Source: an optimization exercise on an open RTL-to-GDS flow (aim: small area, a short achievable clock period and few clock cycles per item). Production flows keep margins and buffers that such runs may drop.
RTL that was checked went through simulation tests only; none was proved equivalent to the original.
No functional check of the RTL was part of run 1.

===== flow/run.sh =====
#!/bin/bash
# The standard layout (the standard.sh: ORFS synthesis through finish) with timing repair
# aimed at 5 ns of setup slack, and the port buffers made with buf_1 cells.
set -euo pipefail
bash standard.sh SETUP_SLACK_MARGIN=5 'BUFFER_PORTS_ARGS=-buffer_cell sky130_fd_sc_hd__buf_1' finish > standard_finish.log 2>&1

===== standard.sh =====
#!/bin/bash
# synth_recipe.tcl (not shown) runs the flow's synth.tcl, then flattens the netlist and writes it again
# the make line also repeats each setting of config.mk as NAME=value (left out here)
make -C /OpenROAD-flow-scripts/flow DESIGN_CONFIG=/design/flow/config.mk WORK_HOME=/design/flow/orfs CLKGATE_MAP_FILE= SYNTH_SCRIPT=/design/flow/synth_recipe.tcl "${@:-finish}"

===== config.mk =====
export PLATFORM = sky130hd
export DESIGN_NAME = epoch_seconds_to_calendar_top
export DESIGN_NICKNAME = epoch_seconds_to_calendar_top
export VERILOG_FILES = /design/flow/design.v
export SDC_FILE = /design/flow/constraint.sdc
export NUM_CORES = 4
export LEC_CHECK = 0
export CAP_MARGIN = 20
export CORE_MARGIN = 2
export CORE_UTILIZATION = 40
export SLEW_MARGIN = 20

===== constraint.sdc =====
create_clock -name core_clock -period 11.0 [get_ports {clk}]
set_input_delay 2.2000 -clock core_clock [delete_from_list [all_inputs] [get_ports {clk}]]
set_output_delay 2.2000 -clock core_clock [all_outputs]
set_load 0.01 [all_outputs]

===== design.v =====
`default_nettype none
package esc_pkg;
  localparam int unsigned SecondsW = 6;
  localparam int unsigned MinutesW = 6;
  localparam int unsigned HoursW   = 5;
  localparam int unsigned WeekdayW = 3;
  localparam int unsigned YearW    = 8;
  localparam int unsigned MonthW   = 4;
  localparam int unsigned DayW     = 5;
  localparam int unsigned EpochW   = 32;
  localparam int unsigned DaysW    = 16;
  localparam logic [5:0] SecsPerMin   = 6'd60;
  localparam logic [5:0] MinsPerHour  = 6'd60;
  localparam logic [5:0] HoursPerDay  = 6'd24;
  localparam logic [5:0] DaysPerWeek  = 6'd7;
  localparam logic [YearW-1:0] CenturySkipOff = 8'd130;
  localparam logic [MonthW-1:0] LastMonthIdx  = 4'd11;
  localparam logic [MonthW-1:0] FebIdx        = 4'd1;
  function automatic logic is_leap(input logic [YearW-1:0] year_off);
    is_leap = (year_off[1:0] == 2'd2) && (year_off != CenturySkipOff);
  endfunction
  function automatic logic [8:0] year_len(input logic [YearW-1:0] year_off);
    year_len = is_leap(year_off) ? 9'd366 : 9'd365;
  endfunction
  function automatic logic [4:0] month_len(input logic [MonthW-1:0] idx,
                                           input logic leap);
    logic [4:0] len;
    case (idx)
      4'd0:    len = 5'd31;
      4'd1:    len = leap ? 5'd29 : 5'd28;
      4'd2:    len = 5'd31;
      4'd3:    len = 5'd30;
      4'd4:    len = 5'd31;
      4'd5:    len = 5'd30;
      4'd6:    len = 5'd31;
      4'd7:    len = 5'd31;
      4'd8:    len = 5'd30;
      4'd9:    len = 5'd31;
      4'd10:   len = 5'd30;
      default: len = 5'd31;
    endcase
    month_len = len;
  endfunction
  function automatic logic [WeekdayW-1:0] weekday_of(input logic [2:0] r);
    logic [WeekdayW-1:0] wd;
    case (r)
      3'd0:    wd = 3'd5;
      3'd1:    wd = 3'd6;
      3'd2:    wd = 3'd7;
      3'd3:    wd = 3'd1;
      3'd4:    wd = 3'd2;
      3'd5:    wd = 3'd3;
      3'd6:    wd = 3'd4;
      default: wd = 3'd1;
    endcase
    weekday_of = wd;
  endfunction
endpackage
`default_nettype wire
`default_nettype none
module epoch_seconds_to_calendar_top (
  input  wire logic        clk,
  input  wire logic        rst,
  input  wire logic        din_valid,
  output wire logic        din_ready,
  input  wire logic [31:0] din_epoch_seconds,
  output wire logic        dout_valid,
  input  wire logic        dout_ready,
  output wire logic [5:0]  dout_second_of_minute,
  output wire logic [5:0]  dout_minute_of_hour,
  output wire logic [4:0]  dout_hour_of_day,
  output wire logic [2:0]  dout_weekday,
  output wire logic [7:0]  dout_year_offset,
  output wire logic [3:0]  dout_month_number,
  output wire logic [4:0]  dout_day_of_month
);
  logic adv;
  logic v1, v2, v3;
  assign adv       = !v3 || dout_ready;
  assign din_ready = adv;
  logic [24:0] x0;
  logic [18:0] a0, a1, a2, a3, a4;
  logic [18:0] s1, c1, s2, c2, s3, c3;
  logic [5:0]  r1_xa;
  logic [6:0]  s1_g;       
  assign x0 = din_epoch_seconds[31:7];
  assign r1_xa = x0[24:19];
  assign s1_g[0] = 64'h9696969696969696 >> r1_xa & 1'b1;
  assign s1_g[1] = 64'h2bd42bd42bd42bd4 >> r1_xa & 1'b1;
  assign s1_g[2] = 64'hcce73318cce73318 >> r1_xa & 1'b1;
  assign s1_g[3] = 64'hf0f83c1f0f07c3e0 >> r1_xa & 1'b1;
  assign s1_g[4] = 64'h00ffc01ff007fc00 >> r1_xa & 1'b1;
  assign s1_g[5] = 64'hff00001ffff80000 >> r1_xa & 1'b1;
  assign s1_g[6] = 64'hffffffe000000000 >> r1_xa & 1'b1;
  assign a0 = 19'(x0[24:7]);
  assign a1 = 19'(x0[24:8]);
  assign a2 = 19'(x0[24:13]);
  assign a3 = 19'(x0[24:17]);
  assign a4 = 19'(s1_g);
  assign s1 = a0 ^ a1 ^ a2;
  assign c1 = ((a0 & a1) | (a0 & a2) | (a1 & a2)) << 1;
  assign s2 = s1 ^ c1 ^ a3;
  assign c2 = ((s1 & c1) | (s1 & a3) | (c1 & a3)) << 1;
  assign s3 = s2 ^ c2 ^ a4;
  assign c3 = ((s2 & c2) | (s2 & a4) | (c2 & a4)) << 1;
  logic [18:0] p0;
  assign p0 = s3 + c3;
  logic [15:0] r1_qe;
  logic [17:0] r1_lo;      
  logic [10:0] s2_r;       
  logic        s2_c;       
  logic [4:0]  r1_qb;
  logic [5:0]  s2_q4e;
  logic [10:0] s2_l;
  logic [11:0] s2_rp;
  logic [15:0] s2_qe;
  assign s2_qe  = r1_qe;
  assign s2_r   = r1_lo[17:7] - ({s2_qe[1:0], 9'd0} + {s2_qe[3:0], 7'd0} + {s2_qe[5:0], 5'd0}
                                 + {s2_qe[9:0], 1'd0} + s2_qe[10:0]);
  assign s2_c   = (s2_r >= 11'd675);
  logic        s2_ga, s2_gb;
  assign s2_ga  = (s2_qe >= 16'd47541);
  assign s2_gb  = (s2_qe >= 16'd47540);
  assign r1_qb  = s2_qe[15:11];
  assign s2_q4e[0] = 32'hb26c9b26 >> r1_qb & 1'b1;
  assign s2_q4e[1] = 32'hdb492db4 >> r1_qb & 1'b1;
  assign s2_q4e[2] = 32'h1c71ce38 >> r1_qb & 1'b1;
  assign s2_q4e[3] = 32'he07e0fc0 >> r1_qb & 1'b1;
  assign s2_q4e[4] = 32'h007ff000 >> r1_qb & 1'b1;
  assign s2_q4e[5] = 32'hff800000 >> r1_qb & 1'b1;
  assign s2_l[0] = 32'h4d9364d9 >> r1_qb & 1'b1;
  assign s2_l[1] = 32'h24b6d24b >> r1_qb & 1'b1;
  assign s2_l[2] = 32'h51e2aae1 >> r1_qb & 1'b1;
  assign s2_l[3] = 32'hd4a857ab >> r1_qb & 1'b1;
  assign s2_l[4] = 32'h81f55541 >> r1_qb & 1'b1;
  assign s2_l[5] = 32'he6c66672 >> r1_qb & 1'b1;
  assign s2_l[6] = 32'h4a94e35a >> r1_qb & 1'b1;
  assign s2_l[7] = 32'h6bdeb5ef >> r1_qb & 1'b1;
  assign s2_l[8] = 32'h8ce7398c >> r1_qb & 1'b1;
  assign s2_l[9] = 32'h4294a529 >> r1_qb & 1'b1;
  assign s2_l[10] = 32'h94210842 >> r1_qb & 1'b1;
  logic [11:0] s2_rpa, s2_rpb;
  assign s2_rpa = {1'b0, s2_qe[10:0]} + {1'b0, s2_l} + {11'd0, s2_ga};
  assign s2_rpb = {1'b0, s2_qe[10:0]} + {1'b0, s2_l} + {10'd0, s2_gb, !s2_gb};
  assign s2_rp  = s2_c ? s2_rpb : s2_rpa;
  logic [6:0]  s2_ha;
  logic [5:0]  s2_he;
  logic [8:0]  s2_l2;
  logic [8:0]  s2_hr;      
  assign s2_ha = s2_r[10:4];
  assign s2_he[0] = 128'h6cd993264c993264c99b366cd9b366cc >> s2_ha & 1'b1;
  assign s2_he[1] = 128'h70e1e3c78f1e3c78f1e3c78f1e3c78f0 >> s2_ha & 1'b1;
  assign s2_he[2] = 128'h7f01fc07f01fc07f01fc07f01fc07f00 >> s2_ha & 1'b1;
  assign s2_he[3] = 128'h8001fff8001fff8001fff8001fff8000 >> s2_ha & 1'b1;
  assign s2_he[4] = 128'h0001ffffffe0000001ffffffe0000000 >> s2_ha & 1'b1;
  assign s2_he[5] = 128'h0001fffffffffffffe00000000000000 >> s2_ha & 1'b1;
  assign s2_l2[0] = 128'h6cd993264c993264c99b366cd9b366cc >> s2_ha & 1'b1;
  assign s2_l2[1] = 128'h1c3870e1c3870e1c3878f1e3c78f1e3c >> s2_ha & 1'b1;
  assign s2_l2[2] = 128'h03f80fe03f80fe03f807f01fc07f01fc >> s2_ha & 1'b1;
  assign s2_l2[3] = 128'hfff8001fff8001fff8000fffc000fffc >> s2_ha & 1'b1;
  assign s2_l2[4] = 128'hfff80000007ffffff80000003ffffffc >> s2_ha & 1'b1;
  assign s2_l2[5] = 128'h932193264c993264ce64c993264c9930 >> s2_ha & 1'b1;
  assign s2_l2[6] = 128'h1c3e1c3870e1c3870f870e1c3870e1c0 >> s2_ha & 1'b1;
  assign s2_l2[7] = 128'he03fe03f80fe03f80ff80fe03f80fe00 >> s2_ha & 1'b1;
  assign s2_l2[8] = 128'h6ce66ce64c66ce64c664c66ce64c66cc >> s2_ha & 1'b1;
  assign s2_hr = {s2_r[5:0], r1_lo[6:4]} + s2_l2;
  function automatic logic [2:0] add7(input logic [2:0] a, input logic [2:0] b);
    logic [3:0] t;
    t = {1'b0, a} + {1'b0, b};
    add7 = t[2:0] + {2'd0, t[3]};
  endfunction
  logic [2:0] s2_wa, s2_wb, s2_wq;
  assign s2_wa = add7(add7(s2_qe[2:0], s2_qe[5:3]), s2_qe[8:6]);
  assign s2_wb = add7(add7(s2_qe[11:9], s2_qe[14:12]), 3'd4 + {2'd0, s2_qe[15]});
  assign s2_wq = add7(s2_wa, s2_wb);
  logic [11:0] r2_rp;
  logic        r2_c;
  logic [5:0]  r2_q4e;
  logic [5:0]  r2_he;
  logic [8:0]  r2_hr;
  logic [3:0]  r2_e;       
  logic [2:0]  r2_wq;
  logic [11:0] s3_r;       
  logic [8:0]  s3_n;
  logic [3:0]  s3_nn;      
  logic [8:0]  s3_off;
  logic [8:0]  s3_doy;
  logic [7:0]  s3_ya;      
  assign s3_r = r2_rp;
  assign s3_n[0] = (s3_r >= 12'd365);
  assign s3_n[1] = (s3_r >= 12'd730);
  assign s3_n[2] = (s3_r >= 12'd1095);
  assign s3_n[3] = (s3_r >= 12'd1461);
  assign s3_n[4] = (s3_r >= 12'd1826);
  assign s3_n[5] = (s3_r >= 12'd2191);
  assign s3_n[6] = (s3_r >= 12'd2556);
  assign s3_n[7] = (s3_r >= 12'd2922);
  assign s3_n[8] = (s3_r >= 12'd3287);
  always_comb begin
    s3_nn = 4'd0;
    for (int i = 0; i < 9; i++) if (s3_n[i]) s3_nn = 4'(i + 1);
  end
  always_comb begin
    case (s3_nn)
      4'd0: s3_off = 9'd0;
      4'd1: s3_off = 9'd365;
      4'd2: s3_off = 9'd218;
      4'd3: s3_off = 9'd71;
      4'd4: s3_off = 9'd437;
      4'd5: s3_off = 9'd290;
      4'd6: s3_off = 9'd143;
      4'd7: s3_off = 9'd508;
      4'd8: s3_off = 9'd362;
      4'd9: s3_off = 9'd215;
      default: s3_off = 9'd0;
    endcase
  end
  assign s3_doy = s3_r[8:0] - s3_off;
  assign s3_ya  = {r2_q4e, 2'd0} + {4'd0, s3_nn} - 8'd2;
  logic [11:1] t;
  logic [3:0]  s3_mp;
    assign t[1] = (s3_doy >= 9'd31);
  assign t[2] = (s3_doy >= 9'd61);
  assign t[3] = (s3_doy >= 9'd92);
  assign t[4] = (s3_doy >= 9'd122);
  assign t[5] = (s3_doy >= 9'd153);
  assign t[6] = (s3_doy >= 9'd184);
  assign t[7] = (s3_doy >= 9'd214);
  assign t[8] = (s3_doy >= 9'd245);
  assign t[9] = (s3_doy >= 9'd275);
  assign t[10] = (s3_doy >= 9'd306);
  assign t[11] = (s3_doy >= 9'd337);
  always_comb begin
    s3_mp = 4'd0;
    for (int i = 1; i <= 11; i++) if (t[i]) s3_mp = 4'(i);
  end
  logic [2:0] s3_w4;
  logic [2:0] s3_wd;
  assign s3_w4 = add7(r2_wq, {2'd0, r2_c});
  assign s3_wd = (s3_w4 == 3'd7) ? 3'd1 : s3_w4 + 3'd1;
  logic        s3_hc;
  logic [7:0]  s3_hrem;
  logic [5:0]  s3_h1;
  assign s3_hc   = (r2_hr >= 9'd225);
  assign s3_hrem = s3_hc ? 8'(r2_hr - 9'd225) : r2_hr[7:0];
  assign s3_h1   = r2_he + {5'd0, s3_hc};
  logic [9:0]  s3_z;       
  assign s3_z = {s3_hrem, r2_e[3:2]};
  logic [6:0]  s3_ma;
  logic [5:0]  s3_me;
  logic [4:0]  s3_l3;
  logic [4:0]  s3_mr;      
  assign s3_ma = s3_z[9:3];
  assign s3_me[0] = 128'hcc999933326664ccc999933326664ccc >> s3_ma & 1'b1;
  assign s3_me[1] = 128'hf0e1e1c3c387870f0e1e1c3c387870f0 >> s3_ma & 1'b1;
  assign s3_me[2] = 128'h00fe01fc03f807f00fe01fc03f807f00 >> s3_ma & 1'b1;
  assign s3_me[3] = 128'h00fffe0003fff8000fffe0003fff8000 >> s3_ma & 1'b1;
  assign s3_me[4] = 128'h00fffffffc0000000fffffffc0000000 >> s3_ma & 1'b1;
  assign s3_me[5] = 128'h00fffffffffffffff000000000000000 >> s3_ma & 1'b1;
  assign s3_l3[0] = 128'hcc999933326664ccc999933326664ccc >> s3_ma & 1'b1;
  assign s3_l3[1] = 128'hf0e1e1c3c387870f0e1e1c3c387870f0 >> s3_ma & 1'b1;
  assign s3_l3[2] = 128'h00fe01fc03f807f00fe01fc03f807f00 >> s3_ma & 1'b1;
  assign s3_l3[3] = 128'h00fffe0003fff8000fffe0003fff8000 >> s3_ma & 1'b1;
  assign s3_l3[4] = 128'hcc6666ccce6664ccc6666ccce6664ccc >> s3_ma & 1'b1;
  assign s3_mr = s3_z[4:0] + s3_l3;
  logic [4:0]  r3_dl;      
  logic [3:0]  r3_mp;
  logic [7:0]  r3_ya;
  logic [2:0]  r3_wd;
  logic [4:0]  r3_h;
  logic [5:0]  r3_me;
  logic [4:0]  r3_mr;
  logic [1:0]  r3_s;
  logic [4:0]  s4_cum;     
  logic [3:0]  s4_month;
  always_comb begin
    case (r3_mp)
      4'd0: begin s4_cum = 5'd31; s4_month = 4'd3; end
      4'd1: begin s4_cum = 5'd30; s4_month = 4'd4; end
      4'd2: begin s4_cum = 5'd28; s4_month = 4'd5; end
      4'd3: begin s4_cum = 5'd27; s4_month = 4'd6; end
      4'd4: begin s4_cum = 5'd25; s4_month = 4'd7; end
      4'd5: begin s4_cum = 5'd24; s4_month = 4'd8; end
      4'd6: begin s4_cum = 5'd23; s4_month = 4'd9; end
      4'd7: begin s4_cum = 5'd21; s4_month = 4'd10; end
      4'd8: begin s4_cum = 5'd20; s4_month = 4'd11; end
      4'd9: begin s4_cum = 5'd18; s4_month = 4'd12; end
      4'd10: begin s4_cum = 5'd17; s4_month = 4'd1; end
      4'd11: begin s4_cum = 5'd16; s4_month = 4'd2; end
      default: begin s4_cum = 5'd0; s4_month = 4'd0; end
    endcase
  end
  logic        s4_mc;
  assign s4_mc = (r3_mr >= 5'd15);
  assign dout_valid            = v3;
  assign dout_second_of_minute = {(s4_mc ? 4'(r3_mr - 5'd15) : r3_mr[3:0]), r3_s};
  assign dout_minute_of_hour   = r3_me + {5'd0, s4_mc};
  assign dout_hour_of_day      = r3_h;
  assign dout_weekday          = r3_wd;
  assign dout_year_offset      = r3_ya + {7'd0, r3_mp >= 4'd10};
  assign dout_month_number     = s4_month;
  assign dout_day_of_month     = r3_dl - s4_cum;
  always_ff @(posedge clk) begin
    if (rst) begin
      v1 <= 1'b0;
      v2 <= 1'b0;
      v3 <= 1'b0;
    end else if (adv) begin
      v1 <= din_valid;
      v2 <= v1;
      v3 <= v2;
    end
  end
  always_ff @(posedge clk) begin
    if (adv) begin
      r1_qe    <= p0[18:3];
      r1_lo    <= din_epoch_seconds[17:0];
      r2_rp    <= s2_rp;
      r2_c     <= s2_c;
      r2_q4e   <= s2_q4e;
      r2_he    <= s2_he;
      r2_hr    <= s2_hr;
      r2_e     <= r1_lo[3:0];
      r2_wq    <= s2_wq;
      r3_dl    <= s3_doy[4:0];
      r3_mp    <= s3_mp;
      r3_ya    <= s3_ya;
      r3_wd    <= s3_wd;
      r3_h     <= (s3_h1 >= 6'd24) ? 5'(s3_h1 - 6'd24) : s3_h1[4:0];
      r3_me    <= s3_me;
      r3_mr    <= s3_mr;
      r3_s     <= r2_e[1:0];
    end
  end
endmodule
`default_nettype wire

==> reports/qor.txt, run 1 <==
CP startpoint kind = flop
Clock transition at path regs = 0.06 ns
Nets = 2,008
Max-slew violations = 0
Post-Route Utilization = 47.1%
Initial antenna violation count = 0
CTS tree = built
GRT Total Usage = 18.9%
Yosys cell types = 102
Longest Clk Path Bufs = 2
Status = timing/DRC/antenna clean
Port Buffer Count = 74
Syn nets = 1,900
Post-synth top cells = ha_1, inv_1, nand2_1
Vias = 12,200
Worst Setup SP = r1_qe[5]$_DFFE_PP_
DRC errors left = 0
Drt initial violations = 780
Skew final = 0.0100 ns
Root Driver = clkbuf_16
Mapped Cells = 1,608
Final WL = 35,700 um
Worst Path Buf+Inv = 4
Final Wtd Congestion = 0.869
Final setup viols = 0
Most common cell in the netlist = ha_1
Post-route ant nets = 0
Post-synth EDFFs = 113
Die height = 194 um
Async SR Flop Fraction = 0%
Dominant cell type by area after synthesis = edfxtp_1
Rel. slew slack = 48.3%
Layout cell share with drive strength beyond 1 = 14.2%
Crit path kind = reg2reg
Top post-synthesis cells by area = edfxtp_1, ha_1, fa_1
Vias in the first global route = 11,700
Final Hold Fails = 0
Crit Path Max Fanout = 22
First-pass GRT wire length = 58,400 um
Avg Synthesized Cell Area = 8.96 sq um
Pre-antenna DRT Iters = 8
Crit share post-route = 55.0%
Total clock buffers created by CTS = 17
Die Footprint = 37,600 sq um
Inserted Diodes = 0
IO Count = 75
Clock sink count = 116
Setup crit end kind = flop
Hold Path Origin = r1_lo[1]$_DFFE_PP_
Register area share after synthesis = 24.0%
Drt wl/cell = 16.3 um
Min setup slack post-route = 4.95 ns
Synth Cell Area = 14,400 sq um
Worst-margin pin slew = 0.771 ns
Post-synth top area share = 23.5%
Std-Cell Rows = 69
Yosys warns = 1
Hold-fix buffers, CTS = 0
Htree depth = 4
Chip Width = 194 um
Setup TNS = 0 ns
Core Box Area = 35,500 sq um
R2r startpoint = r1_qe[5]$_DFFE_PP_
HPWL Detailed = 25,000 um
Synth-to-layout area growth = 15.9%
Hold crit path type = reg2reg
Slowest cell on crit path = fa_1
Place WS = 3.85 ns
Max incr delay on CP = 0.55 ns
Synth Register Bits = 116
Clock Latency Late Sink = 0.43 ns
Largest net degree at the start of global routing = 63
Min Tclk post-route = 6.05 ns
Max Cap Violations = 0
Gr ovfl total = 0
Crit path max-delay family = adder cells
Avg Vias per Cell = 5.56
Worst Path Required = 11.19 ns
RSZ-0062 raised after global routing = yes
CP most frequent cell = o21ai_1
WP data arrival = 6.23 ns
Initial Util = 40.6%
Top_reg_cell synth = edfxtp_1
Fmax = 165 MHz
-- repair_timing --
item                       4_1_cts  5_1_grt
cloned                           4        0
hold endpoints to repair         0        0
pin swaps                       23       17
setup buffers                   34       32
setup endpoints to repair       21       16
gates resized for setup         76       44
-- layout by cell type, fill, tap and decap left out, types with 36 or more instances in the layout --
cell / Yosys / final
edfxtp_1: 113 / 113
a21o_1: 37 / 36
fa_1: 52 / 49
xnor2_1: 78 / 76
nand2_1: 134 / 132
ha_1: 204 / 185
buf_1: 5 / 62
buf_4: 4 / 76
nand3_1: 40 / 37
a21oi_1: 111 / 104
o21ai_0: 90 / 86
inv_1: 146 / 141
nor2_1: 99 / 97
-- routing by layer --
| metal | track usage (%) | routed length, um | up-vias |
|---|---|---|---|
| li1 | - | - | 6054 |
| met1 | 24.8 | 16200 | 5711 |
| met2 | 31.2 | 16700 | 348 |
| met3 | 3.76 | 2200 | 49 |
| met4 | 5.97 | 621 | 0 |
| met5 | 0 | 0 | - |
-- state kept, by name, indices dropped and copies added, names as in the netlist --
signal  flops
r2_wq       3
r3_dl       5
r3_s        2
v2          1
r3_wd       3
r3_ya       8
r1_lo      18
r2_he       6
r3_me       6
r3_h        5
r2_hr       9
v3          1
r3_mp       4
r2_q4e      6
v1          1
r2_c        1
r1_qe      16
r3_mr       5
r2_e        4
r2_rp      12
-- area by class of cell --
class | instances | area [sq um]
timing repair buffer | 156 | 951
sequential | 116 | 3450
clock buffer | 20 | 437
multi-input combinational | 1276 | 10600
fill | 3332 | 18800
clock inverter | 11 | 105
tap | 461 | 577
inverter | 149 | 576
-- stage by stage --
stage	std cells	cell area, sq um	hold slack, ns
floorplan	1608	14500	0.400
global placement	2088	15100	0.402
detailed placement	2088	15100	0.405
CTS	2157	16300	0.425
global route	2189	16700	0.431
finish	2189	16700	0.425
-- path summary, 6_finish.rpt --
path | cells after the start | endpoint | slack, ns
worst max-delay path | 27 | r2_hr[8]$_DFFE_PP_ | 4.95
worst min-delay path | 0 | r2_e[1]$_DFFE_PP_ | 0.43
worst max register to register | 27 | r2_hr[8]$_DFFE_PP_ | 4.95
worst min register to register | 0 | r2_e[1]$_DFFE_PP_ | 0.43
-- kinds of logic (layout without fill, tap and decap cells) --
kind of cell	count (synthesis)	after routing	synth area share, %
AO/OA/AOI/OAI	464	466	22.0
XOR/XNOR	117	117	7.62
adder cells (fa/ha/maj)	256	256	24.9
buffers and inverters	220	336	6.22
flip-flops	116	116	24.0
multiplexers	24	24	1.84
AND/OR/NAND/NOR	411	413	13.5
==> run 2: changes to the inputs <==
--- a/design.v
+++ b/design.v
@@ -146,7 +146,6 @@
   logic [6:0]  s2_ha;
   logic [5:0]  s2_he;
   logic [8:0]  s2_l2;
-  logic [8:0]  s2_hr;      
   assign s2_ha = s2_r[10:4];
   assign s2_he[0] = 128'h6cd993264c993264c99b366cd9b366cc >> s2_ha & 1'b1;
   assign s2_he[1] = 128'h70e1e3c78f1e3c78f1e3c78f1e3c78f0 >> s2_ha & 1'b1;
@@ -163,7 +162,6 @@
   assign s2_l2[6] = 128'h1c3e1c3870e1c3870f870e1c3870e1c0 >> s2_ha & 1'b1;
   assign s2_l2[7] = 128'he03fe03f80fe03f80ff80fe03f80fe00 >> s2_ha & 1'b1;
   assign s2_l2[8] = 128'h6ce66ce64c66ce64c664c66ce64c66cc >> s2_ha & 1'b1;
-  assign s2_hr = {s2_r[5:0], r1_lo[6:4]} + s2_l2;
   function automatic logic [2:0] add7(input logic [2:0] a, input logic [2:0] b);
     logic [3:0] t;
     t = {1'b0, a} + {1'b0, b};
@@ -177,8 +175,9 @@
   logic        r2_c;
   logic [5:0]  r2_q4e;
   logic [5:0]  r2_he;
-  logic [8:0]  r2_hr;
-  logic [3:0]  r2_e;       
+  logic [8:0]  r2_l2;
+  logic [5:0]  r2_rl;      
+  logic [6:0]  r2_e;       
   logic [2:0]  r2_wq;
   logic [11:0] s3_r;       
   logic [8:0]  s3_n;
@@ -238,11 +237,13 @@
   logic [2:0] s3_wd;
   assign s3_w4 = add7(r2_wq, {2'd0, r2_c});
   assign s3_wd = (s3_w4 == 3'd7) ? 3'd1 : s3_w4 + 3'd1;
+  logic [8:0]  s3_hr;      
   logic        s3_hc;
   logic [7:0]  s3_hrem;
   logic [5:0]  s3_h1;
-  assign s3_hc   = (r2_hr >= 9'd225);
-  assign s3_hrem = s3_hc ? 8'(r2_hr - 9'd225) : r2_hr[7:0];
+  assign s3_hr   = {r2_rl, r2_e[6:4]} + r2_l2;
+  assign s3_hc   = (s3_hr >= 9'd225);
+  assign s3_hrem = s3_hc ? 8'(s3_hr - 9'd225) : s3_hr[7:0];
   assign s3_h1   = r2_he + {5'd0, s3_hc};
   logic [9:0]  s3_z;       
   assign s3_z = {s3_hrem, r2_e[3:2]};
@@ -319,8 +320,9 @@
       r2_c     <= s2_c;
       r2_q4e   <= s2_q4e;
       r2_he    <= s2_he;
-      r2_hr    <= s2_hr;
-      r2_e     <= r1_lo[3:0];
+      r2_l2    <= s2_l2;
+      r2_rl    <= s2_r[5:0];
+      r2_e     <= r1_lo[6:0];
       r2_wq    <= s2_wq;
       r3_dl    <= s3_doy[4:0];
       r3_mp    <= s3_mp;
==> run 2 against run 1 <==
Effect of this change:
- still clean
- synthesized area down 0.16%
- final area down 3.4%
- maximum frequency up 4.1%
- worst setup slack better by 0.24 ns
- flip-flop and latch count up 8
- critical path type is now in2reg
- largest cell class unchanged
- highest routed layer is now met5
==> reports/qor.txt, run 2 <==
Synth Register Bits = 124 (+6.9%)
Biggest regs = r1_lo: 18 flops, r1_qe: 16 flops, r2_rp: 12 flops
Drt wl/cell = 16.1 um (-1.4%)
Yosys cell types = 87 (-15%)
Max Used Layer = met5
RSZ-0062 raised after global routing = no
Crit share post-route = 52.8% (-2.2 points)
Register area share after synthesis = 25.7% (+1.7 points)
Chip Width = 194 um (about the same)
Syn nets = 1,892 (-0.42%)
HPWL Detailed = 25,200 um (+0.85%)
Status = timing/DRC/antenna clean
Hold-fix buffers, CTS = 0 (unchanged)
DRC errors left = 0 (unchanged)
Total clock buffers created by CTS = 17 (unchanged)
Drt initial violations = 807 (+3.5%)
Initial antenna violation count = 2 (+2)
Die height = 194 um (about the same)
Hold crit path type = reg2reg
Final setup viols = 0 (unchanged)
Clock Latency Late Sink = 0.44 ns (about the same)
Placed inst area = 15,100 sq um (about the same)
Register with the most flip-flops = r1_lo
Crit Path Max Fanout = 4 (-82%)
Worst Path Required = 11.18 ns (about the same)
Layout cell share with drive strength beyond 1 = 8.77% (-5.5 points)
Fin area = 16,100 sq um (-3.4%)
Initial Util = 40.5% (-0.067 points)
CTS tree = built
Met3 WL = 1590 um (-28%)
Post-synth top area share = 25.3% (+1.7 points)
Synth-to-layout area growth = 12.1%
Skew final = 0.0112 ns (+0.00119 ns)
Avg Vias per Cell = 5.54 (-0.21%)
WP data arrival = 5.98 ns (-0.25 ns)
Crit path kind = in2reg
Inst Count DP = 2,083 (-0.24%)
Htree depth = 4 (unchanged)
Largest net degree at the start of global routing = 82 (+30%)
Place WS = 4.56 ns (+0.712 ns)
Number of flip-flops in the largest register = 18 (unchanged)
Final Hold Fails = 0 (unchanged)
Longest Clk Path Bufs = 2 (unchanged)
CP startpoint kind = primary input
Pre-antenna DRT Iters = 5 (-3)
Min Tclk post-route = 5.81 ns (-0.240 ns)
Synth Cell Area = 14,400 sq um (-0.16%)
Non-Filler Instances = 2,139 (-2.3%)
WL met2 = 15,900 um (-5.1%)
Avg Synthesized Cell Area = 8.97 sq um (about the same)
Setup TNS = 0 ns (unchanged)
Root Driver = clkbuf_16
Async SR Flop Fraction = 0% (unchanged)
Min setup slack post-route = 5.19 ns (+0.240 ns)
IO Count = 75 (unchanged)
Commonest cells after routing, fill and taps aside = ha_1, inv_1, nand2_1, edfxtp_1, a21oi_1
Final WL = 34,400 um (-3.7%)
Setup crit end kind = flop
Post-synth EDFFs = 121 (+7.1%)
Yosys warns = 1 (unchanged)
Clock transition at path regs = 0.06 ns (about the same)
Nets = 1,954 (-2.7%)
Worst-margin pin slew = 1.06 ns (+0.285 ns)
Vias = 11,900 (-2.5%)
Max-slew violations = 0 (unchanged)
Clock sink count = 124 (+6.9%)
Dominant cell type by area after synthesis = edfxtp_1
Rel. slew slack = 29.2% (-19 points)
Mapped Cells = 1,604 (-0.25%)
Max Cap Violations = 0 (unchanged)
Post-Route Utilization = 45.4% (-1.6 points)
Fill cell total of the finished layout = 3,420 (+2.6%)
Die Footprint = 37,500 sq um (-0.16%)
Post-route ant nets = 0 (unchanged)
Top_reg_cell synth = edfxtp_1
Post-synth top cells = ha_1, inv_1, nand2_1
Met1 WL = 16,300 um (+0.98%)
Fmax = 172 MHz (+4.1%)
Most common cell after layout, fill and taps aside = ha_1
Final Wtd Congestion = 0.869 (about the same)
First-pass GRT wire length = 57,100 um (-2.3%)
Most common cell in the netlist = ha_1
Hold_ws = 0.427 ns (+0.00143 ns)
Vias in the first global route = 11,500 (-1.8%)
Std-Cell Rows = 69 (unchanged)
GRT Total Usage = 18.3% (-0.57 points)
Port Buffer Count = 74 (unchanged)
Top post-synthesis cells by area = edfxtp_1, ha_1, fa_1
Gr ovfl total = 0 (unchanged)
Core Box Area = 35,500 sq um (unchanged)
[run 2: area by class of cell]
type                    instances  area, sq um  share of cell area, %
diodes                          1         2.50                 0.0155
clock buffers                  19          433                   2.68
clock inverters                11          169                   1.05
inverters                     157          598                   3.71
multi-input cells            1248         9980                   61.9
flip-flops and latches        124         3690                   22.9
well taps                     461          577                   3.58
repair buffers                118          674                   4.18
[run 2: cells by family after synthesis]
family	share of synthesized area, %
compound gates	22.0
xor+xnor	6.88
fa+ha+maj	24.6
buf+inv	6.32
flops	25.7
mux	2.25
simple gates	12.2
[run 2: critical path: stages]
cell and delay [ns]:
clkbuf_2 0.13, fa_1 0.54, inv_1 0.05, fa_1 0.50
inv_1 0.05, fa_1 0.54, ha_1 0.23, a41o_1 0.22
a21oi_2 0.16, nor2b_1 0.08, o31a_1 0.34, o2111ai_2 0.23
a31oi_2 0.15, nand4_1 0.12, nand4b_1 0.17, a21oi_2 0.20
xnor2_1 0.07
[run 2: per-layer routing]
metal / vias to the layer above / track usage, %
li1: 5914 / -
met1: 5574 / 25.1
met2: 326 / 29.5
met3: 43 / 2.89
met4: 2 / 5.77
met5: - / 0
[run 2: worst paths after layout]
path	start	to	slack (ns)	cells after the start
worst max-delay path	din_epoch_seconds[16]	r1_qe[15]$_DFFE_PP_	5.19	17
worst min-delay path	r2_e[1]$_DFFE_PP_	r3_s[1]$_DFFE_PP_	0.43	0
worst max register to register	r1_qe[1]$_DFFE_PP_	r2_rp[10]$_DFFE_PP_	5.33	25
worst min register to register	r2_e[1]$_DFFE_PP_	r3_s[1]$_DFFE_PP_	0.43	0
[run 2: what timing repair did]
| action | CTS | global route |
|---|---|---|
| cloned | 1 | 0 |
| setup endpoints to repair | 6 | 17 |
| pin swaps | 2 | 12 |
| gates resized for setup | 10 | 36 |
| buffers inserted | 10 | 13 |
Testbench counts of run 2, summed over its fixed seeds: cycles 8,024, items 8,000.
==> run 3: changes to the inputs <==
==> flow/run.sh (replaced) <==
#!/bin/bash
# The standard layout (the standard.sh: ORFS synthesis through finish) with timing repair
# aimed at 5.5 ns of setup slack, and the port buffers made with buf_1 cells.
set -euo pipefail
bash standard.sh SETUP_SLACK_MARGIN=5.5 'BUFFER_PORTS_ARGS=-buffer_cell sky130_fd_sc_hd__buf_1' finish > standard_finish.log 2>&1
==> run 3 against run 2 <==
Effect of this change:
- via count increased by 2.5%
- non-clock buffer count increased by 40
- synthesized cell count unchanged
- clock skew decreased by 0.0023 ns
- global-route usage about the same
- maximum frequency increased by 3.1%
- flip-flop and latch count unchanged
- critical path depth unchanged
- count of clock-buffer cells in the layout decreased by 2
- die area unchanged
- worst hold slack got worse by 0.0086 ns
- critical path type unchanged
- critical endpoint unchanged
==> reports/qor.txt, run 3 <==
Post-Route Utilization = 47.3% (+1.9 points)
Met1 Use GR = 24.9% (-0.23 points)
Final setup viols = 0 (unchanged)
Longest Clk Path Bufs = 2 (unchanged)
Post-route ant nets = 0 (unchanged)
Hold crit path type = reg2reg
Fill cell total of the finished layout = 3,324 (-2.8%)
Post-synth top area share = 25.3% (unchanged)
Die height = 194 um (unchanged)
IO Count = 75 (unchanged)
Drt initial violations = 773 (-4.2%)
Pre-antenna DRT Iters = 7 (+2)
Crit Path Max Fanout = 4 (unchanged)
Rel. slew slack = 30.9% (+1.7 points)
Global routing's busiest layer = met2
Final Hold Fails = 0 (unchanged)
Met3 Resource Use GR = 2.64% (-0.24 points)
Largest net degree at the start of global routing = 70 (-15%)
Dominant cell type by area after synthesis = edfxtp_1
Clock transition at path regs = 0.06 ns (about the same)
Register with the most flip-flops = r1_lo
Gr ovfl total = 0 (unchanged)
Number of flip-flops in the largest register = 18 (unchanged)
Synth Cell Area = 14,400 sq um (unchanged)
Worst Path Required = 11.17 ns (about the same)
Avg Synthesized Cell Area = 8.97 sq um (unchanged)
Crit path kind = in2reg
Htree depth = 4 (unchanged)
Setup crit end kind = flop
Hold-fix buffers, CTS = 0 (unchanged)
Root Driver = clkbuf_16
Top_reg_cell synth = edfxtp_1
Flop2flop setup slack = 5.51 ns (+0.18 ns)
GRT Total Usage = 18.3% (about the same)
Fmax = 178 MHz (+3.1%)
Status = timing/DRC/antenna clean
Post-synth top cells = ha_1, inv_1, nand2_1
HPWL Detailed = 25,300 um (+0.45%)
Top post-synthesis cells by area = edfxtp_1, ha_1, fa_1
Inserted Diodes = 0 (-1)
Global-route met2 utilization = 30.3% (+0.74 points)
Async SR Flop Fraction = 0% (unchanged)
Std-Cell Rows = 69 (unchanged)
Syn nets = 1,892 (unchanged)
Crit share post-route = 51.2% (-1.6 points)
Most common cell after layout, fill and taps aside = ha_1
First-pass GRT wire length = 57,200 um (+0.23%)
Nets = 1,994 (+2.0%)
Synth-to-layout area growth = 16.7%
Port Buffer Count = 74 (unchanged)
Total clock buffers created by CTS = 17 (unchanged)
Worst-margin pin slew = 1.03 ns (-0.0261 ns)
Vias = 12,200 (+2.5%)
Core Box Area = 35,500 sq um (unchanged)
Commonest cells after routing, fill and taps aside = ha_1, inv_1, nand2_1, edfxtp_1, a21oi_1
Avg Vias per Cell = 5.58 (+0.61%)
Initial antenna violation count = 0 (-2)
Biggest regs = r1_lo: 18 flops, r1_qe: 16 flops, r2_rp: 12 flops
CTS tree = built
CP startpoint kind = primary input
Crit path to = r1_qe[15]$_DFFE_PP_
Worst reg2reg endpoint = r2_rp[10]$_DFFE_PP_
Setup TNS = 0 ns (unchanged)
Min Tclk post-route = 5.63 ns (-0.172 ns)
Most common cell in the netlist = ha_1
Final WL = 35,000 um (+1.8%)
Clock sink count = 124 (unchanged)
Clock Latency Late Sink = 0.43 ns (about the same)
Post-synth EDFFs = 121 (unchanged)
Initial Util = 40.5% (unchanged)
Max Cap Violations = 0 (unchanged)
Drt wl/cell = 16.1 um (-0.11%)
Max-slew violations = 0 (unchanged)
Layout cell share with drive strength beyond 1 = 14.3% (+5.5 points)
Synth Register Bits = 124 (unchanged)
Yosys warns = 1 (unchanged)
R2R depth = 24 (-4.0%)
Die Footprint = 37,500 sq um (unchanged)
DRC errors left = 0 (unchanged)
Mapped Cells = 1,604 (unchanged)
Skew final = 0.00897 ns (-0.00227 ns)
Chip Width = 194 um (unchanged)
Yosys cell types = 87 (unchanged)
Final Wtd Congestion = 0.898 (+3.3%)
Worst Setup SP = din_epoch_seconds[16]
Vias in the first global route = 11,500 (+0.72%)
RSZ-0062 raised after global routing = yes
WP data arrival = 5.80 ns (-0.18 ns)
R2r startpoint = r1_qe[0]$_DFFE_PP_
Register area share after synthesis = 25.7% (unchanged)
[run 3: worst min-delay path by stage]
stage | endpoint | from | depth (start not counted) | slack [ns]
detailed placement | r2_e[3]$_DFFE_PP_ | r1_lo[3]$_DFFE_PP_ | 0 | 0.41
finish | r2_e[2]$_DFFE_PP_ | r1_lo[2]$_DFFE_PP_ | 0 | 0.42
global route | r3_s[0]$_DFFE_PP_ | r2_e[0]$_DFFE_PP_ | 0 | 0.43
global placement | r2_e[2]$_DFFE_PP_ | r1_lo[2]$_DFFE_PP_ | 0 | 0.41
CTS | r2_e[2]$_DFFE_PP_ | r1_lo[2]$_DFFE_PP_ | 0 | 0.42
floorplan | r2_e[0]$_DFFE_PP_ | r1_lo[0]$_DFFE_PP_ | 0 | 0.40
[run 3: layout make-up]
class	count	area, sq um	share of cell area (%)
clock inverters	15	178	1.06
inverters	157	613	3.65
multi-input cells	1248	10300	61.2
clock buffers	17	425	2.53
repair buffers	158	1030	6.12
flip-flops and latches	124	3690	22.0
well taps	461	577	3.43
[run 3: kinds of logic after synthesis]
family | share of synthesized area (%)
DFF | 25.7
adders and majority gates | 24.6
AOI/OAI and AO/OA | 22.0
xor gates and xnor gates | 6.88
buffers and inverters | 6.32
muxes | 2.25
and+or+nand+nor | 12.2
[run 3: metrics by stage]
stage,hold slack (ns),std cells,setup slack (ns),cell area [sq um]
3_3_place_gp,0.406,2082,4.80,15200
4_1_cts,0.422,2138,5.34,16100
3_5_place_dp,0.408,2082,4.66,15200
2_1_floorplan,0.400,1604,5.04,14500
5_1_grt,0.433,2180,5.17,16800
6_report,0.418,2180,5.37,16800
[run 3: per-layer routing]
metal	share of wire, %	up-vias
li1	-	6004
met1	47	5786
met2	47	328
met3	4.9	42
met4	1.6	0
met5	0	-
[run 3: critical path, cell delays in order]
cell and delay, ns:
buf_8 0.10, fa_1 0.55, inv_2 0.04, fa_1 0.49, inv_2 0.04, fa_1 0.45, ha_1 0.30, a41o_1 0.21
a21oi_2 0.17, nor2b_2 0.07, o31a_1 0.29, o2111ai_2 0.26, a31oi_4 0.14, nand4_1 0.10, nand4b_1 0.14, a21oi_2 0.16
xnor2_1 0.07
[run 3: timing repair]
action | 4_1_cts | 5_1_grt
cloned | 1 | 1
setup buffers | 23 | 41
setup endpoints to repair | 28 | 27
pin swaps | 14 | 41
gates resized for setup | 38 | 68
==> run 4: changes to the inputs <==
--- a/design.v
+++ b/design.v
@@ -143,25 +143,6 @@
   assign s2_rpa = {1'b0, s2_qe[10:0]} + {1'b0, s2_l} + {11'd0, s2_ga};
   assign s2_rpb = {1'b0, s2_qe[10:0]} + {1'b0, s2_l} + {10'd0, s2_gb, !s2_gb};
   assign s2_rp  = s2_c ? s2_rpb : s2_rpa;
-  logic [6:0]  s2_ha;
-  logic [5:0]  s2_he;
-  logic [8:0]  s2_l2;
-  assign s2_ha = s2_r[10:4];
-  assign s2_he[0] = 128'h6cd993264c993264c99b366cd9b366cc >> s2_ha & 1'b1;
-  assign s2_he[1] = 128'h70e1e3c78f1e3c78f1e3c78f1e3c78f0 >> s2_ha & 1'b1;
-  assign s2_he[2] = 128'h7f01fc07f01fc07f01fc07f01fc07f00 >> s2_ha & 1'b1;
-  assign s2_he[3] = 128'h8001fff8001fff8001fff8001fff8000 >> s2_ha & 1'b1;
-  assign s2_he[4] = 128'h0001ffffffe0000001ffffffe0000000 >> s2_ha & 1'b1;
-  assign s2_he[5] = 128'h0001fffffffffffffe00000000000000 >> s2_ha & 1'b1;
-  assign s2_l2[0] = 128'h6cd993264c993264c99b366cd9b366cc >> s2_ha & 1'b1;
-  assign s2_l2[1] = 128'h1c3870e1c3870e1c3878f1e3c78f1e3c >> s2_ha & 1'b1;
-  assign s2_l2[2] = 128'h03f80fe03f80fe03f807f01fc07f01fc >> s2_ha & 1'b1;
-  assign s2_l2[3] = 128'hfff8001fff8001fff8000fffc000fffc >> s2_ha & 1'b1;
-  assign s2_l2[4] = 128'hfff80000007ffffff80000003ffffffc >> s2_ha & 1'b1;
-  assign s2_l2[5] = 128'h932193264c993264ce64c993264c9930 >> s2_ha & 1'b1;
-  assign s2_l2[6] = 128'h1c3e1c3870e1c3870f870e1c3870e1c0 >> s2_ha & 1'b1;
-  assign s2_l2[7] = 128'he03fe03f80fe03f80ff80fe03f80fe00 >> s2_ha & 1'b1;
-  assign s2_l2[8] = 128'h6ce66ce64c66ce64c664c66ce64c66cc >> s2_ha & 1'b1;
   function automatic logic [2:0] add7(input logic [2:0] a, input logic [2:0] b);
     logic [3:0] t;
     t = {1'b0, a} + {1'b0, b};
@@ -174,9 +155,7 @@
   logic [11:0] r2_rp;
   logic        r2_c;
   logic [5:0]  r2_q4e;
-  logic [5:0]  r2_he;
-  logic [8:0]  r2_l2;
-  logic [5:0]  r2_rl;      
+  logic [10:0] r2_r;       
   logic [6:0]  r2_e;       
   logic [2:0]  r2_wq;
   logic [11:0] s3_r;       
@@ -237,20 +216,37 @@
   logic [2:0] s3_wd;
   assign s3_w4 = add7(r2_wq, {2'd0, r2_c});
   assign s3_wd = (s3_w4 == 3'd7) ? 3'd1 : s3_w4 + 3'd1;
+  logic [6:0]  s3_ha;
+  logic [5:0]  s3_he;
+  logic [8:0]  s3_l2;
+  assign s3_ha = r2_r[10:4];
+  assign s3_he[0] = 128'h6cd993264c993264c99b366cd9b366cc >> s3_ha & 1'b1;
+  assign s3_he[1] = 128'h70e1e3c78f1e3c78f1e3c78f1e3c78f0 >> s3_ha & 1'b1;
+  assign s3_he[2] = 128'h7f01fc07f01fc07f01fc07f01fc07f00 >> s3_ha & 1'b1;
+  assign s3_he[3] = 128'h8001fff8001fff8001fff8001fff8000 >> s3_ha & 1'b1;
+  assign s3_he[4] = 128'h0001ffffffe0000001ffffffe0000000 >> s3_ha & 1'b1;
+  assign s3_he[5] = 128'h0001fffffffffffffe00000000000000 >> s3_ha & 1'b1;
+  assign s3_l2[0] = 128'h6cd993264c993264c99b366cd9b366cc >> s3_ha & 1'b1;
+  assign s3_l2[1] = 128'h1c3870e1c3870e1c3878f1e3c78f1e3c >> s3_ha & 1'b1;
+  assign s3_l2[2] = 128'h03f80fe03f80fe03f807f01fc07f01fc >> s3_ha & 1'b1;
+  assign s3_l2[3] = 128'hfff8001fff8001fff8000fffc000fffc >> s3_ha & 1'b1;
+  assign s3_l2[4] = 128'hfff80000007ffffff80000003ffffffc >> s3_ha & 1'b1;
+  assign s3_l2[5] = 128'h932193264c993264ce64c993264c9930 >> s3_ha & 1'b1;
+  assign s3_l2[6] = 128'h1c3e1c3870e1c3870f870e1c3870e1c0 >> s3_ha & 1'b1;
+  assign s3_l2[7] = 128'he03fe03f80fe03f80ff80fe03f80fe00 >> s3_ha & 1'b1;
+  assign s3_l2[8] = 128'h6ce66ce64c66ce64c664c66ce64c66cc >> s3_ha & 1'b1;
   logic [8:0]  s3_hr;      
   logic        s3_hc;
   logic [7:0]  s3_hrem;
   logic [5:0]  s3_h1;
-  assign s3_hr   = {r2_rl, r2_e[6:4]} + r2_l2;
+  assign s3_hr   = {r2_r[5:0], r2_e[6:4]} + s3_l2;
   assign s3_hc   = (s3_hr >= 9'd225);
   assign s3_hrem = s3_hc ? 8'(s3_hr - 9'd225) : s3_hr[7:0];
-  assign s3_h1   = r2_he + {5'd0, s3_hc};
+  assign s3_h1   = s3_he + {5'd0, s3_hc};
   logic [9:0]  s3_z;       
   assign s3_z = {s3_hrem, r2_e[3:2]};
   logic [6:0]  s3_ma;
   logic [5:0]  s3_me;
-  logic [4:0]  s3_l3;
-  logic [4:0]  s3_mr;      
   assign s3_ma = s3_z[9:3];
   assign s3_me[0] = 128'hcc999933326664ccc999933326664ccc >> s3_ma & 1'b1;
   assign s3_me[1] = 128'hf0e1e1c3c387870f0e1e1c3c387870f0 >> s3_ma & 1'b1;
@@ -258,19 +254,13 @@
   assign s3_me[3] = 128'h00fffe0003fff8000fffe0003fff8000 >> s3_ma & 1'b1;
   assign s3_me[4] = 128'h00fffffffc0000000fffffffc0000000 >> s3_ma & 1'b1;
   assign s3_me[5] = 128'h00fffffffffffffff000000000000000 >> s3_ma & 1'b1;
-  assign s3_l3[0] = 128'hcc999933326664ccc999933326664ccc >> s3_ma & 1'b1;
-  assign s3_l3[1] = 128'hf0e1e1c3c387870f0e1e1c3c387870f0 >> s3_ma & 1'b1;
-  assign s3_l3[2] = 128'h00fe01fc03f807f00fe01fc03f807f00 >> s3_ma & 1'b1;
-  assign s3_l3[3] = 128'h00fffe0003fff8000fffe0003fff8000 >> s3_ma & 1'b1;
-  assign s3_l3[4] = 128'hcc6666ccce6664ccc6666ccce6664ccc >> s3_ma & 1'b1;
-  assign s3_mr = s3_z[4:0] + s3_l3;
   logic [4:0]  r3_dl;      
   logic [3:0]  r3_mp;
   logic [7:0]  r3_ya;
   logic [2:0]  r3_wd;
   logic [4:0]  r3_h;
   logic [5:0]  r3_me;
-  logic [4:0]  r3_mr;
+  logic [4:0]  r3_zl;      
   logic [1:0]  r3_s;
   logic [4:0]  s4_cum;     
   logic [3:0]  s4_month;
@@ -291,10 +281,12 @@
       default: begin s4_cum = 5'd0; s4_month = 4'd0; end
     endcase
   end
+  logic [4:0]  s4_mr;      
   logic        s4_mc;
-  assign s4_mc = (r3_mr >= 5'd15);
+  assign s4_mr = r3_zl + {r3_me[4] ^ r3_me[0], r3_me[3:0]};    
+  assign s4_mc = (s4_mr >= 5'd15);
   assign dout_valid            = v3;
-  assign dout_second_of_minute = {(s4_mc ? 4'(r3_mr - 5'd15) : r3_mr[3:0]), r3_s};
+  assign dout_second_of_minute = {(s4_mc ? 4'(s4_mr - 5'd15) : s4_mr[3:0]), r3_s};
   assign dout_minute_of_hour   = r3_me + {5'd0, s4_mc};
   assign dout_hour_of_day      = r3_h;
   assign dout_weekday          = r3_wd;
@@ -319,9 +311,7 @@
       r2_rp    <= s2_rp;
       r2_c     <= s2_c;
       r2_q4e   <= s2_q4e;
-      r2_he    <= s2_he;
-      r2_l2    <= s2_l2;
-      r2_rl    <= s2_r[5:0];
+      r2_r     <= s2_r;
       r2_e     <= r1_lo[6:0];
       r2_wq    <= s2_wq;
       r3_dl    <= s3_doy[4:0];
@@ -330,7 +320,7 @@
       r3_wd    <= s3_wd;
       r3_h     <= (s3_h1 >= 6'd24) ? 5'(s3_h1 - 6'd24) : s3_h1[4:0];
       r3_me    <= s3_me;
-      r3_mr    <= s3_mr;
+      r3_zl    <= s3_z[4:0];
       r3_s     <= r2_e[1:0];
     end
   end
==> run 4 against run 3 <==
Effect of this change:
- non-clock buffer count up 15
- maximum frequency down 6.2%
- utilization up 2.0 points
- final area down 1.5%
- critical path depth unchanged
- die area down 5.0%
- cell count down 3.1%
- flip-flop and latch count down 9
- worst setup slack worse by 0.37 ns
- via count down 5.5%
==> reports/qor.txt, run 4 <==
Status = timing/DRC/antenna clean
Top post-synthesis cells by area = edfxtp_1, ha_1, fa_1
Htree depth = 4 (unchanged)
Total clock buffers created by CTS = 17 (unchanged)
Worst-margin pin slew = 0.882 ns (-0.147 ns)
Initial Util = 40.7% (+0.16 points)
Setup TNS = 0 ns (unchanged)
Flop2flop setup slack = 5.42 ns (-0.09 ns)
Pre-antenna DRT Iters = 6 (-1)
Setup crit end kind = flop
Most common cell after layout, fill and taps aside = ha_1
Commonest cells after routing, fill and taps aside = ha_1, inv_1, edfxtp_1, nor2_1, nand2_1
CP startpoint kind = primary input
Hold crit path type = reg2reg
Synth Register Bits = 115 (-7.3%)
Die Footprint = 35,600 sq um (-5.0%)
Longest Clk Path Bufs = 2 (unchanged)
Register with the most flip-flops = r1_lo
Yosys warns = 1 (unchanged)
WP data arrival = 6.19 ns (+0.39 ns)
Most common cell in the netlist = ha_1
Fill cell total of the finished layout = 3,072 (-7.6%)
CTS tree = built
Final Hold Fails = 0 (unchanged)
RSZ-0062 raised after global routing = yes
Hold Path End = r3_s[0]$_DFFE_PP_
Post-route ant nets = 0 (unchanged)
Die height = 189 um (-2.5%)
CP most frequent cell = fa_1
Crit share post-route = 54.6% (+3.4 points)
Gr ovfl total = 0 (unchanged)
IO Count = 75 (unchanged)
Min Tclk post-route = 6.01 ns (+0.372 ns)
Final WL = 32,900 um (-6.0%)
Worst Path Buf+Inv = 3 (unchanged)
Clock Latency Late Sink = 0.43 ns (about the same)
Syn nets = 1,807 (-4.5%)
Hold-fix buffers, CTS = 0 (unchanged)
GRT Total Usage = 17.9% (-0.37 points)
R2R depth = 26 (+8.3%)
Std-Cell Rows = 67 (-2.9%)
Multi-input gate area = 10,200 sq um (-0.72%)
Crit Path Max Fanout = 4 (unchanged)
Rel. slew slack = 41.2% (+10 points)
Worst Path Required = 11.18 ns (about the same)
Crit path max-delay family = adder cells
Seq. cell area = 3420 sq um (-7.3%)
Crit path kind = in2reg
Mapped Cells = 1,516 (-5.5%)
Post-Route Utilization = 49.3% (+2.0 points)
Hold Path Depth = 0 (unchanged)
Inserted Diodes = 0 (unchanged)
Fmax = 167 MHz (-6.2%)
Biggest regs = r1_lo: 18 flops, r1_qe: 16 flops, r2_rp: 12 flops
Final Wtd Congestion = 0.888 (-1.0%)
Synth Cell Area = 13,600 sq um (-5.1%)
Yosys cell types = 80 (-8.0%)
Skew final = 0.00814 ns (-0.000834 ns)
Register area share after synthesis = 25.1% (-0.59 points)
Initial antenna violation count = 0 (unchanged)
Post-synth EDFFs = 112 (-7.4%)
Drt wl/cell = 15.6 um (-3.0%)
Core Box Area = 33,500 sq um (-5.5%)
Worst reg2reg endpoint = r3_me[2]$_DFFE_PP_
Layout cell share with drive strength beyond 1 = 18.2% (+4.0 points)
Max-slew violations = 0 (unchanged)
Avg Synthesized Cell Area = 9.00 sq um (+0.38%)
Chip Width = 189 um (-2.5%)
Slowest cell on crit path = fa_1
Max Cap Violations = 0 (unchanged)
Port Buffer Count = 74 (unchanged)
DRC errors left = 0 (unchanged)
Largest net degree at the start of global routing = 72 (+2.9%)
Nets = 1,942 (-2.6%)
Post-synth top area share = 24.6% (-0.62 points)
R2r startpoint = r2_r[5]$_DFFE_PP_
Vias = 11,500 (-5.5%)
Number of flip-flops in the largest register = 18 (unchanged)
Top_reg_cell synth = edfxtp_1
Crit path cell chain = buf_8 -> fa_1 -> inv_2 -> fa_1 -> inv_2 -> fa_1 -> ha_1 -> a41o_1 -> a21oi_2 -> o21ai_1 -> a2111o_1 -> a31o_4 -> nor4_4 -> nor3_2 -> a211o_1 -> a21oi_2 -> xnor2_1
Dominant cell type by area after synthesis = edfxtp_1
Post-synth top cells = ha_1, inv_1, nor2_1
Hold Path Origin = r2_e[0]$_DFFE_PP_
Synth-to-layout area growth = 21.2%
HPWL Detailed = 22,900 um (-9.5%)
Async SR Flop Fraction = 0% (unchanged)
Vias in the first global route = 10,700 (-7.4%)
Final setup viols = 0 (unchanged)
Clock sink count = 115 (-7.3%)
Clock transition at path regs = 0.06 ns (about the same)
Avg Vias per Cell = 5.44 (-2.4%)
Root Driver = clkbuf_16
First-pass GRT wire length = 52,200 um (-8.8%)
Max incr delay on CP = 0.54 ns (about the same)
Drt initial violations = 750 (-3.0%)
==> run 4: cells by family after synthesis <==
group,after synthesis,synth area share (%)
adders and majority gates,257,26.4
buffers and inverters,220,6.11
and+or+nand+nor,359,12.1
xor gates and xnor gates,117,7.62
DFF,115,25.1
AOI/OAI and AO/OA,420,20.1
muxes,28,2.59
==> run 4: metal layers <==
| metal | vias to the layer above | routed length [um] | track usage, % |
|---|---|---|---|
| met4 | 0 | 637 | 5.59 |
| met1 | 5467 | 14300 | 23.0 |
| met2 | 292 | 16400 | 30.9 |
| li1 | 5689 | - | - |
| met3 | 48 | 1560 | 2.87 |
| met5 | - | 0 | 0 |
==> run 4: cell type report <==
class                           count  area share, %
Clock buffer                       18           2.59
Timing Repair inverter              3         0.0907
Tap cell                          448           3.39
Timing Repair Buffer              173           6.65
Clock inverter                     14           1.07
Inverter                          160           3.85
Multi-Input combinational cell   1181           61.7
Sequential cell                   115           20.7
==> run 4: worst reg2reg max path, stage by stage (launching register included) <==
cell and delay [ns]:
edfxtp_1 0.46, clkinvlp_4 0.18, ha_4 0.34, nor2_1 0.06, o211ai_1 0.17, o311ai_0 0.15, nand2_1 0.11, a21oi_1 0.07
o31ai_4 0.25, ha_2 0.24, inv_2 0.04, fa_2 0.40, nand2b_4 0.17, a21oi_4 0.20, o41ai_4 0.14, a2111oi_4 0.49
o21ai_4 0.15, a21bo_2 0.28, xor2_4 0.30, inv_4 0.10, ha_4 0.20, inv_4 0.07, ha_1 0.14, nand2_1 0.05
o211ai_1 0.13, a31oi_2 0.15, mux2_4 0.29
==> run 4: worst max path at each step <==
stage | from | endpoint | slack [ns] | cells after the start
detailed placement | r2_r[5]$_DFFE_PP_ | r3_me[2]$_DFFE_PP_ | 4.35 | 23
finish | din_epoch_seconds[16] | r1_qe[15]$_DFFE_PP_ | 4.99 | 17
global route | din_epoch_seconds[16] | r1_qe[15]$_DFFE_PP_ | 4.86 | 17
global placement | din_epoch_seconds[16] | r1_qe[15]$_DFFE_PP_ | 4.52 | 17
floorplan | din_epoch_seconds[16] | r1_qe[15]$_DFFE_PP_ | 4.84 | 16
CTS | din_epoch_seconds[16] | r1_qe[15]$_DFFE_PP_ | 5.01 | 17
==> run 4: per-stage QoR <==
step	std cells	setup slack, ns	hold slack (ns)	instance area, sq um
6_report	2112	4.99	0.419	16500
4_1_cts	2044	5.01	0.420	15400
2_1_floorplan	1516	4.84	0.400	13800
3_3_place_gp	1986	4.52	0.400	14400
5_1_grt	2112	4.86	0.426	16500
3_5_place_dp	1986	4.35	0.406	14400
==> run 4: repair_timing <==
action | 4_1_cts | 5_1_grt
setup buffers | 24 | 66
pin swaps | 7 | 58
gates cloned | 2 | 1
gates resized for setup | 41 | 147
setup endpoints to repair | 22 | 28
hold endpoints to repair | 0 | 0
Testbench counts of run 4, summed over its fixed seeds: cycles 8,024, items 8,000.
==> run 5: changes to the inputs <==
==> flow/run.sh (replaced) <==
#!/bin/bash
# The standard layout (the standard.sh: ORFS synthesis through finish) with timing repair
# aimed at 5 ns of setup slack, and the port buffers made with buf_1 cells.
set -euo pipefail
bash standard.sh SETUP_SLACK_MARGIN=5 'BUFFER_PORTS_ARGS=-buffer_cell sky130_fd_sc_hd__buf_1' finish > standard_finish.log 2>&1
--- a/config.mk
+++ b/config.mk
@@ -7,5 +7,5 @@
 export LEC_CHECK = 0
 export CAP_MARGIN = 20
 export CORE_MARGIN = 2
-export CORE_UTILIZATION = 40
+export CORE_UTILIZATION = 65
 export SLEW_MARGIN = 20
==> run 5 against run 4 <==
Effect of this change:
- still clean on timing, DRC and antenna
- utilization increased by 23 points
- via count shrank 3.5%
- clock skew about the same
- cell count is 11% lower
- first-iteration DRC count rose by 9.5%
- critical path type unchanged
- largest cell class unchanged
==> reports/qor.txt, run 5 <==
Hold_ws = 0.417 ns (-0.00236 ns)
Vias = 11,100 (-3.5%)
Largest family of logic cells by synthesized area = adder cells
Commonest cells after routing, fill and taps aside = ha_1, inv_1, nor2_1, edfxtp_1, a21oi_1
Crit share post-route = 53.7% (-0.88 points)
Htree depth = 4 (unchanged)
Non-Filler Instances = 1,870 (-11%)
Port Buffer Count = 74 (unchanged)
Worst Path Required = 11.16 ns (-0.02 ns)
Final setup viols = 0 (unchanged)
Gr ovfl total = 0 (unchanged)
Dominant cell type by area after synthesis = edfxtp_1
Largest net degree at the start of global routing = 61 (-15%)
Die height = 149 um (-21%)
Avg Vias per Cell = 5.93 (+9.0%)
Longest Clk Path Bufs = 2 (unchanged)
Final Hold Fails = 0 (unchanged)
Fill cell total of the finished layout = 1,598 (-48%)
Synth Area in Compound Gates = 20.1% (unchanged)
Placed inst area = 14,200 sq um (-1.9%)
Die Footprint = 22,200 sq um (-38%)
Post-Synth Adder-Cell Area = 26.4% (unchanged)
Setup crit end kind = flop
Register with the most flip-flops = r1_lo
Top post-synthesis cells by area = edfxtp_1, ha_1, fa_1
XOR/XNOR Fraction of Synth Area = 7.62% (unchanged)
RSZ-0062 raised after global routing = yes
DRC errors left = 0 (unchanged)
IO Count = 75 (unchanged)
Rel. slew slack = 45.5% (+4.3 points)
Multi-input gate area = 9600 sq um (-5.9%)
CP startpoint kind = primary input
Root Driver = clkbuf_16
Clock Latency Late Sink = 0.42 ns (about the same)
Crit path kind = in2reg
Crit Path Max Fanout = 3 (-1)
Mapped Cells = 1,516 (unchanged)
Post-route ant nets = 0 (unchanged)
Std-Cell Rows = 53 (-21%)
Layout cell share with drive strength beyond 1 = 9.28% (-8.9 points)
Register area share after synthesis = 25.1% (unchanged)
Inserted Diodes = 0 (unchanged)
Number of flip-flops in the largest register = 18 (unchanged)
Initial Util = 65.5% (+25 points)
Vias in the first global route = 10,400 (-2.9%)
Post-synth EDFFs = 112 (unchanged)
Fin area = 15,100 sq um (-8.5%)
Worst-margin pin slew = 0.811 ns (-0.0709 ns)
Skew final = 0.00802 ns (-0.000121 ns)
CTS tree = built
Status = timing/DRC/antenna clean
Final Wtd Congestion = 0.894 (+0.61%)
Drt initial violations = 821 (+9.5%)
Drt wl/cell = 16.0 um (+2.8%)
Inst Count DP = 1,815 (-8.6%)
HPWL Detailed = 22,300 um (-2.8%)
WP data arrival = 6.07 ns (-0.12 ns)
Simple-gate area share of the yosys netlist = 12.1% (unchanged)
Max Cap Violations = 0 (unchanged)
Hold crit path type = reg2reg
First-pass GRT wire length = 49,200 um (-5.7%)
Min Tclk post-route = 5.91 ns (-0.0967 ns)
Avg Synthesized Cell Area = 9.00 sq um (unchanged)
Synth Cell Area = 13,600 sq um (unchanged)
Synth-to-layout area growth = 10.9%
Biggest regs = r1_lo: 18 flops, r1_qe: 16 flops, r2_rp: 12 flops
Chip Width = 149 um (-21%)
Yosys cell types = 80 (unchanged)
Pre-antenna DRT Iters = 5 (-1)
Most common cell in the netlist = ha_1
Clock transition at path regs = 0.05 ns (about the same)
Setup TNS = 0 ns (unchanged)
Core Box Area = 20,800 sq um (-38%)
Max-slew violations = 0 (unchanged)
Syn nets = 1,807 (unchanged)
Post-synthesis mux area share = 2.59% (unchanged)
Yosys warns = 1 (unchanged)
Post-synth top cells = ha_1, inv_1, nor2_1
GRT Total Usage = 27.3% (+9.4 points)
Fmax = 169 MHz (+1.6%)
Total clock buffers created by CTS = 17 (unchanged)
Initial antenna violation count = 0 (unchanged)
Post-synth top area share = 24.6% (unchanged)
Seq. cell area = 3420 sq um (unchanged)
Async SR Flop Fraction = 0% (unchanged)
Top_reg_cell synth = edfxtp_1
Most common cell after layout, fill and taps aside = ha_1
Synth Register Bits = 115 (unchanged)
Clock sink count = 115 (unchanged)
Final WL = 29,900 um (-9.0%)
Nets = 1,873 (-3.6%)
-- run 5: cell types whose count changed in the layout (fill, tap and decap cells not counted), sizes merged --
cell / before / now
dlymetal6s2s: 1 / 0
clkinvlp: 12 / 8
clkbuf: 22 / 26
clkinv: 7 / 11
buf: 168 / 101
inv: 155 / 151
bufinv: 3 / 2
-- run 5: final cells by class --
class,count,share of cell area (%)
clock buffer,20,3.02
clock inverter,12,0.868
inverter,160,4.07
multi-input combinational,1181,63.4
sequential,115,22.6
tap,275,2.27
timing repair buffer,107,3.71
-- run 5: final timing paths --
kind / from / end / slack, ns / cells past startpoint
worst max register to register: r2_r[5]$_DFFE_PP_ / r3_me[2]$_DFFE_PP_ / 5.23 / 25
worst min-delay path: r2_e[3]$_DFFE_PP_ / r3_zl[1]$_DFFE_PP_ / 0.42 / 0
worst min register to register: r2_e[3]$_DFFE_PP_ / r3_zl[1]$_DFFE_PP_ / 0.42 / 0
worst max-delay path: din_epoch_seconds[16] / r1_qe[15]$_DFFE_PP_ / 5.09 / 17
-- run 5: metal layers --
metal | wire length (um) | part of all wire, % | global-route usage [%] | vias to the layer above
met5 | 0 | 0 | 0 | -
met4 | 507 | 1.7 | 7.90 | 0
met3 | 1100 | 3.7 | 2.97 | 37
met2 | 15400 | 52 | 48.4 | 280
met1 | 12900 | 43 | 35.3 | 5242
li1 | - | - | - | 5531
-- run 5: cell families (layout without fill, tap and decap cells) --
kind of cell | count (synthesis) | count (layout)
mux | 28 | 28
simple gates | 359 | 359
xor+xnor | 117 | 117
fa+ha+maj | 257 | 257
buf+inv | 220 | 299
compound gates | 420 | 420
flops | 115 | 115
-- run 5: stage by stage --
step                setup WS, ns  utilization [%]
floorplan                   4.84                -
global placement            4.52             68.0
detailed placement          4.16             68.0
CTS                         4.96             71.5
global route                4.92             72.7
finish                      5.09             72.7
-- run 5: repair_timing --
| item | in CTS | in global routing |
|---|---|---|
| pin swaps | 8 | 6 |
| resized for setup | 15 | 40 |
| endpoints found under the setup margin | 9 | 15 |
| hold buffers | 0 | 0 |
| gates cloned | 0 | 0 |
| setup buffers | 8 | 15 |
-- run 5: critical path: stages --
cell and delay (ns):
buf_8 0.10, fa_1 0.54, inv_2 0.04, fa_1 0.51, inv_2 0.04, fa_1 0.53, ha_1 0.22, a41o_1 0.21
a21oi_2 0.19, o21ai_2 0.07, a2111o_1 0.40, a31o_4 0.26, nor4_4 0.15, nor3_2 0.09, a211o_1 0.30, a21oi_2 0.14
xnor2_1 0.07

static timing again, ports no longer ideal:
The results above use ideal ports. As a check the final layouts listed here were re-extracted and re-timed, cells and wires unchanged.
Step 1 sets driving cells, clkbuf_16 on the clock port and buf_2 on the other inputs (assumed; they add their load-dependent delay and slew).
Step 2 also shifts input and output timing later by t, the mid clock arrival at the registers, as if the neighbouring blocks saw the same clock.
Three values: ideal ports, drivers, drivers and shift; two values: the first two.
run | t (ns) | slack for setup (ns) | latest minus earliest clock arrival (ns) | worst register clock-pin slew, ns | worst slew at a driven data input, ns
run 1 | 0.478 | 4.954 / 4.954 / 4.588 | 0.010 / 0.010 | 0.06 / 0.06 | 0.05
run 2 | 0.483 | 5.194 / 5.227 / 4.744 | 0.012 / 0.012 | 0.06 / 0.06 | 0.08
run 3 | 0.471 | 5.367 / 5.375 / 4.904 | 0.012 / 0.012 | 0.07 / 0.07 | 0.09
run 4 | 0.480 | 4.994 / 5.006 / 4.526 | 0.009 / 0.009 | 0.06 / 0.06 | 0.06
run 5 | 0.462 | 5.091 / 5.099 / 4.637 | 0.008 / 0.008 | 0.06 / 0.06 | 0.06
After both steps setup and hold are still met in every run listed. The setup slack of run 4, which loses most, moves by +0.012 ns with the drivers and by -0.468 ns with both steps.
